Context: an optimization exercise on an open-source flow, tuned for small area, a short achievable clock period and few clock cycles per item. The choices shown serve that exercise and are no tape-out recipe. The RTL was checked by simulation tests, not by an equivalence proof against the original design.

## design/flow/config.mk

```make
export PLATFORM = sky130hd
export DESIGN_NAME = instr_register_pipe
export DESIGN_NICKNAME = instr_register_pipe
export VERILOG_FILES = /design/flow/design.v
export SDC_FILE = /design/flow/constraint.sdc
export NUM_CORES = 4
export LEC_CHECK = 0
export CAP_MARGIN = 20
export CORE_MARGIN = 2
export CORE_UTILIZATION = 30
export SLEW_MARGIN = 20
```

## design/flow/constraint.sdc

```tcl
create_clock -name core_clock -period 12.0 [get_ports {clk}]
set_input_delay 2.4000 -clock core_clock [delete_from_list [all_inputs] [get_ports {clk}]]
set_output_delay 2.4000 -clock core_clock [all_outputs]
set_load 0.01 [all_outputs]
```

## design/flow/design.v

```verilog
module seq_divider #(
  parameter int W = 32
) (
  input  logic                clk,
  input  logic                reset_n,
  input  logic                start,
  input  logic signed [W-1:0] a,
  input  logic signed [W-1:0] b,
  output logic                done,
  output logic signed [W-1:0] quotient,
  output logic signed [W-1:0] remainder,
  output logic                dz
);
  localparam int CNT_W = $clog2(W);
  localparam logic [1:0] DIV_IDLE = 2'd0;
  localparam logic [1:0] DIV_BUSY = 2'd1;
  localparam logic [1:0] DIV_DONE = 2'd2;
  logic [1:0]       state;
  logic [CNT_W-1:0] cnt;
  logic [W-1:0]     quo;
  logic [W-1:0]     rem;
  logic [W-1:0]     dvs;
  logic             neg_q;
  logic             neg_r;
  logic [W-1:0]     a_mag;
  logic [W-1:0]     b_mag;
  logic [W:0]       trial;
  logic [W:0]       diff;
  assign a_mag = a[W-1] ? (~a + 1'b1) : a;
  assign b_mag = b[W-1] ? (~b + 1'b1) : b;
  assign dz    = (b == '0);
  assign trial = {rem, quo[W-1]};
  assign diff  = trial - {1'b0, dvs};
  always_ff @(posedge clk or negedge reset_n) begin
    if (!reset_n) begin
      state <= DIV_IDLE;
      cnt   <= '0;
      quo   <= '0;
      rem   <= '0;
      dvs   <= '0;
      neg_q <= 1'b0;
      neg_r <= 1'b0;
    end else begin
      case (state)
        DIV_IDLE: begin
          if (start && !dz) begin
            quo   <= a_mag;
            rem   <= '0;
            dvs   <= b_mag;
            neg_q <= a[W-1] ^ b[W-1];
            neg_r <= a[W-1];
            cnt   <= '0;
            state <= DIV_BUSY;
          end
        end
        DIV_BUSY: begin
          rem <= diff[W] ? trial[W-1:0] : diff[W-1:0];
          quo <= {quo[W-2:0], ~diff[W]};
          cnt <= cnt + 1'b1;
          if (cnt == CNT_W'(W - 1)) state <= DIV_DONE;
        end
        DIV_DONE: state <= DIV_IDLE;
        default:  state <= DIV_IDLE;
      endcase
    end
  end
  assign done      = (state == DIV_DONE);
  assign quotient  = neg_q ? -$signed(quo) : $signed(quo);
  assign remainder = neg_r ? -$signed(rem) : $signed(rem);
endmodule
module instr_register_pipe #(
  parameter  int OP_WIDTH = 32,
  parameter  int DEPTH    = 32,
  parameter  int ADDR_W   = $clog2(DEPTH),
  localparam int OPCODE_W = 4,
  localparam int INSTR_W  = OPCODE_W + 4 * OP_WIDTH
) (
  input  logic                       clk,
  input  logic                       reset_n,
  input  logic                       wr_valid,
  output logic                       wr_ready,
  input  logic [OPCODE_W-1:0]        opcode,
  input  logic signed [OP_WIDTH-1:0] operand_a,
  input  logic signed [OP_WIDTH-1:0] operand_b,
  input  logic [ADDR_W-1:0]          write_pointer,
  input  logic                       rd_en,
  input  logic [ADDR_W-1:0]          read_pointer,
  output logic                       rd_valid,
  output logic [INSTR_W-1:0]         instruction_word,
  output logic                       div_by_zero
);
  localparam logic [OPCODE_W-1:0] ZERO  = 4'd0;
  localparam logic [OPCODE_W-1:0] PASSA = 4'd1;
  localparam logic [OPCODE_W-1:0] PASSB = 4'd2;
  localparam logic [OPCODE_W-1:0] ADD   = 4'd3;
  localparam logic [OPCODE_W-1:0] SUB   = 4'd4;
  localparam logic [OPCODE_W-1:0] MULT  = 4'd5;
  localparam logic [OPCODE_W-1:0] DIV   = 4'd6;
  localparam logic [OPCODE_W-1:0] MOD   = 4'd7;
  localparam int RES_W = 2 * OP_WIDTH;
  localparam logic [ADDR_W:0] DEPTH_EXT = (ADDR_W + 1)'(DEPTH);
  logic [INSTR_W-1:0] mem [0:DEPTH-1];
  logic                       accept;
  logic                       is_div;
  logic                       div_start;
  logic                       div_done;
  logic                       div_dz;
  logic signed [OP_WIDTH-1:0] div_q;
  logic signed [OP_WIDTH-1:0] div_r;
  logic [ADDR_W-1:0]          div_ptr;
  logic [OPCODE_W-1:0]        div_op;
  logic signed [OP_WIDTH-1:0] div_a;
  logic signed [OP_WIDTH-1:0] div_b;
  logic signed [RES_W-1:0]    a_ext;
  logic signed [RES_W-1:0]    b_ext;
  logic signed [RES_W-1:0]    alu_result;
  logic signed [RES_W-1:0]    div_result;
  logic                       wr_en;
  logic [ADDR_W-1:0]          wr_addr;
  logic [INSTR_W-1:0]         wr_data;
  assign accept    = wr_valid && wr_ready;
  assign is_div    = (opcode == DIV) || (opcode == MOD);
  assign div_start = accept && is_div && !div_dz;
  assign a_ext     = {{OP_WIDTH{operand_a[OP_WIDTH-1]}}, operand_a};
  assign b_ext     = {{OP_WIDTH{operand_b[OP_WIDTH-1]}}, operand_b};
  always_comb begin
    alu_result = '0;
    case (opcode)
      PASSA:   alu_result = a_ext;
      PASSB:   alu_result = b_ext;
      ADD:     alu_result = a_ext + b_ext;
      SUB:     alu_result = a_ext - b_ext;
      MULT:    alu_result = a_ext * b_ext;
      default: alu_result = '0;
    endcase
  end
  seq_divider #(.W(OP_WIDTH)) u_divider (
    .clk       (clk),
    .reset_n   (reset_n),
    .start     (div_start),
    .a         (operand_a),
    .b         (operand_b),
    .done      (div_done),
    .quotient  (div_q),
    .remainder (div_r),
    .dz        (div_dz)
  );
  assign div_result = (div_op == DIV) ? {{OP_WIDTH{div_q[OP_WIDTH-1]}}, div_q}
                                      : {{OP_WIDTH{div_r[OP_WIDTH-1]}}, div_r};
  always_comb begin
    wr_en   = 1'b0;
    wr_addr = write_pointer;
    wr_data = {opcode, operand_a, operand_b, alu_result};
    if (div_done) begin
      wr_en   = 1'b1;
      wr_addr = div_ptr;
      wr_data = {div_op, div_a, div_b, div_result};
    end else if (accept && !div_start) begin
      wr_en   = 1'b1;
    end
  end
  always_ff @(posedge clk or negedge reset_n) begin
    if (!reset_n) begin
      wr_ready    <= 1'b1;
      div_by_zero <= 1'b0;
      div_ptr     <= '0;
      div_op      <= ZERO;
      div_a       <= '0;
      div_b       <= '0;
    end else begin
      div_by_zero <= accept && is_div && div_dz;
      if (div_start) begin
        wr_ready <= 1'b0;
        div_ptr  <= write_pointer;
        div_op   <= opcode;
        div_a    <= operand_a;
        div_b    <= operand_b;
      end else if (div_done) begin
        wr_ready <= 1'b1;
      end
    end
  end
  always_ff @(posedge clk or negedge reset_n) begin
    if (!reset_n) begin
      for (int i = 0; i < DEPTH; i++) mem[i] <= '0;
    end else if (wr_en && ({1'b0, wr_addr} < DEPTH_EXT)) begin
      mem[wr_addr] <= wr_data;
    end
  end
  always_ff @(posedge clk or negedge reset_n) begin
    if (!reset_n) begin
      rd_valid         <= 1'b0;
      instruction_word <= '0;
    end else begin
      rd_valid <= rd_en;
      if (rd_en) begin
        instruction_word <= ({1'b0, read_pointer} < DEPTH_EXT) ? mem[read_pointer] : '0;
      end
    end
  end
endmodule
```

## design/flow/run.sh

```bash
#!/bin/bash
# synth_recipe.tcl (not shown) runs the flow's synth.tcl, then flattens the netlist and writes it again
# the make line also repeats each setting of config.mk as NAME=value (left out here)
make -C /OpenROAD-flow-scripts/flow DESIGN_CONFIG=/design/flow/config.mk WORK_HOME=/design/flow/orfs CLKGATE_MAP_FILE= SYNTH_SCRIPT=/design/flow/synth_recipe.tcl finish
```

==> run_results.csv <==
group,metric,value,unit
run_status,outcome,"complete, no violations",
clock_tree,post_cts.repair.setup_buffers,0,
synth,syn-num-nets,25077,
layout,final_cell_area,258000,um2
critical_path,worst_path_max_delay_cell,"a211oi_1",
global_route,antenna_found_initial,55,
drt,drc_errors,0,
synth,async_flop_share,100,%
critical_path,reg2reg_slack,6.26,ns
timing,max_freq,0.0888,GHz
global_route,grt_max_degree,179,
timing,max-slew-margin-rel,16.9,%
floorplanning,core,760000,um2
placed_design,gp_congestion,0.922,
floorplanning,die_w,877,um
placed_design,place_inst,32408,
hold_path,hp-start,"mem[13][118]",
synth,ys.flop_type,"dfrtp_1",
critical_path,reg2reg_depth,11,
placed_design,io_buffers,216,
placed_design,postPlaceCellArea,243000,um2
timing,setup-tns-final,0,ns
critical_path,cp_max_fo,35,
layout,drive_gt1_share,7.59,%
hold_path,hold_depth,2,
critical_path,required,12.88,ns
layout,fillers,76977,
timing,final-setup-viol-count,0,
critical_path,startpoint_type,"input port",
global_route,grt_pass1_vias,180224,
hold_path,min_to,"mem[13][118]",
drt,drtIter0Drc,21599,
drt,drtPass1Iterations,8,
synth,synth.distinct_cells,79,
synth,synthCells,23623,
synth,seq_area_frac_synth,49.6,%
clock_tree,cts_hold_buf,0,
clock_tree,cts_resized,0,
synth,synth_area,229000,um2
floorplanning,dieArea,770000,um2
timing,tightest_slew,1.25,ns
drt,num_vias,185070,
synth,synth_edf_count,0,
clock_tree,cts_sinks,4537,
flow_run,max_cap_viol_count,0,
timing,finClkSkew,0.112,ns
critical_path,cp-end-kind,"flip-flop",
layout,fin_util,33.9,%
layout,final_cell_mix,"4882 x nand2_1, 4536 x dfrtp_1, 4238 x o21ai_0",
critical_path,path_buf_inv,5,
critical_path,crit_top_cell,"fa_1",
critical_path,crit_arrival,12.15,ns
timing,rsz0062_at_grt,"no",
floorplanning,die_h,877,um
global_route,globalRouteOverflowTotal,0,
layout,final_cells,33229,
global_route,grt_pass1_wl,1310000,um
clock_tree,cts-htree-levels,5,
drt,wl_per_cell,27.3,um
layout,area_growth,12.6,%
global_route,track_usage,22.9,%
drt,ant_nets,0,
floorplanning,io_pins,217,
timing,min_period_over_period,93.9,%
clock_tree,path_clk_slew,0.06,ns
clock_tree,cts_buffers,422,
timing,hold_viol,0,
critical_path,path_delay_family,"adder cells",
critical_path,r2r_end,"mem[15][70]",
floorplanning,rows,320,
clock_tree,clk_latency,1.08,ns
timing,slew_viol_final,0,
synth,syn_area_per_cell,9.69,um2
clock_tree,cts_root_buffer,"clkbuf_16",
layout,mostFrequentLayoutCell,"nand2_1",
synth,ys.warnings.count,3,
layout,nNetsFinal,24154,
synth,yosys_register_bits,4537,
drt,wirelength,908000,um
drt,via_per_inst,5.57,
clock_tree,cts_tree,"done",
hold_path,worstHoldPathType,"flip-flop to flip-flop",
critical_path,r2r-start,"wr_ready",
critical_path,cpPeakStageDelay,0.87,ns
floorplanning,start_util,30.1,%
clock_tree,cts_buffer_depth,4,
timing,period_minus_slack,11.27,ns
critical_path,critPathKind,"input port to flip-flop",
placed_design,dp_hpwl,527000,um
-- cell families after synthesis --
kind of cell	count (synthesis)	share of synthesized area (%)
buffers and inverters	3379	5.56
flip-flops	4537	49.6
XOR/XNOR	216	0.827
adder cells (fa/ha/maj)	1372	11.1
multiplexers	179	0.858
AO/OA/AOI/OAI	7385	20.2
AND/OR/NAND/NOR	6555	11.8
-- final cells by class --
| cell class | instances | area, um2 | share of cell area [%] |
|---|---|---|---|
| antenna | 28 | 70.1 | 0.0272 |
| timing repair buffer | 842 | 8230 | 3.19 |
| inverter | 1190 | 4470 | 1.73 |
| clock buffer | 621 | 12400 | 4.82 |
| tap | 10143 | 12700 | 4.93 |
| clock inverter | 161 | 2300 | 0.895 |
| multi-input combinational | 15707 | 104000 | 40.3 |
| sequential | 4537 | 114000 | 44.1 |
-- cells in the mapped netlist (133+ instances only) --
master | instances | area (um2)
nor2_1 | 620 | 2330
fa_1 | 1085 | 21700
and2_1 | 456 | 2850
mux2_2 | 137 | 1540
ha_1 | 287 | 3590
clkbuf_1 | 2042 | 7660
o221ai_1 | 133 | 1160
inv_1 | 1186 | 4450
o21ai_0 | 4241 | 21200
nand4_1 | 284 | 1780
a22o_1 | 915 | 8010
a21oi_1 | 535 | 2680
dfrtp_1 | 4536 | 114000
a221oi_1 | 1048 | 9180
nand2_1 | 4915 | 18400
-- worst register-to-register path: stages (launching register included) --
cell     delay (ns)
dfstp_2        0.73
nand2_1        0.09
nor3_1         0.53
o31ai_4        0.36
nand4_1        0.19
nor2_1         0.07
a21oi_2        0.56
nor2_1         0.39
nand2_4        0.76
buf_12         0.46
buf_4          1.19
o21ai_0        0.19
-- worst max-delay path by stage --
stage	start	to	slack, ns	depth (start not counted)
finish	operand_b[11]	mem[17][50]	0.73	27
global route	operand_b[10]	mem[2][50]	0.63	30
CTS	operand_b[9]	mem[12][50]	1.00	30
detailed placement	operand_b[11]	mem[12][50]	-0.10	27
global placement	operand_b[9]	mem[13][50]	-0.17	30
floorplan	operand_a[31]	mem[0][60]	1.23	32
-- sequential cells by signal, summed over array words and instances (netlist names), 5 cells and up --
name / count
mem: 4224
instruction_word: 132
div_a: 32
div_b: 32
u_divider.dvs: 32
u_divider.quo: 32
u_divider.rem: 32
div_ptr: 5
u_divider.cnt: 5
-- layer usage --
metal  vias up  wire length (um)  share of wire [%]  GRT usage [%]
met2      9509            407000                 45           36.3
met4        20             41500                4.6           8.51
met3      2120             89000                9.8           4.27
li1      78969                 -                  -              -
met1     94452            370000                 41           31.3
met5         -               134              0.015              0
-- through the flow --
stage / worst slack (ns) / hold WS, ns
floorplan: 1.23 / 0.449
global placement: -0.169 / 0.461
detailed placement: -0.103 / 0.470
CTS: 1.00 / 0.484
global route: 0.634 / 0.493
finish: 0.733 / 0.480
Testbench counts, summed over its fixed seeds: cycles 18,688, items 2,048.

separate check: timing with driven ports:
The results above use ideal ports. As a check the final layout listed here was re-extracted and re-timed, cells and wires unchanged. Step 1, drivers: a clkbuf_16 drives clk and a buf_2 each remaining input, both assumed. Step 2 moves the port delays by t, midway between the first and last clock arrival at a register: inputs arrive t later, outputs are due t later. That takes back most of the time a late clock gives input paths. Three values: ideal, step 1, step 2; two values: the first two.
t, ns: 1.153
setup slack, ns: 0.733 / 0.842 / -0.312
hold WS [ns]: 0.480 / 0.480 / 0.480
slew at the worst register clock pin (ns): 0.07 / 0.07
With both steps, setup timing fails in this run, where it was met with ideal ports. The setup slack of this run moves by +0.109 ns with the drivers and by -1.045 ns with both steps.
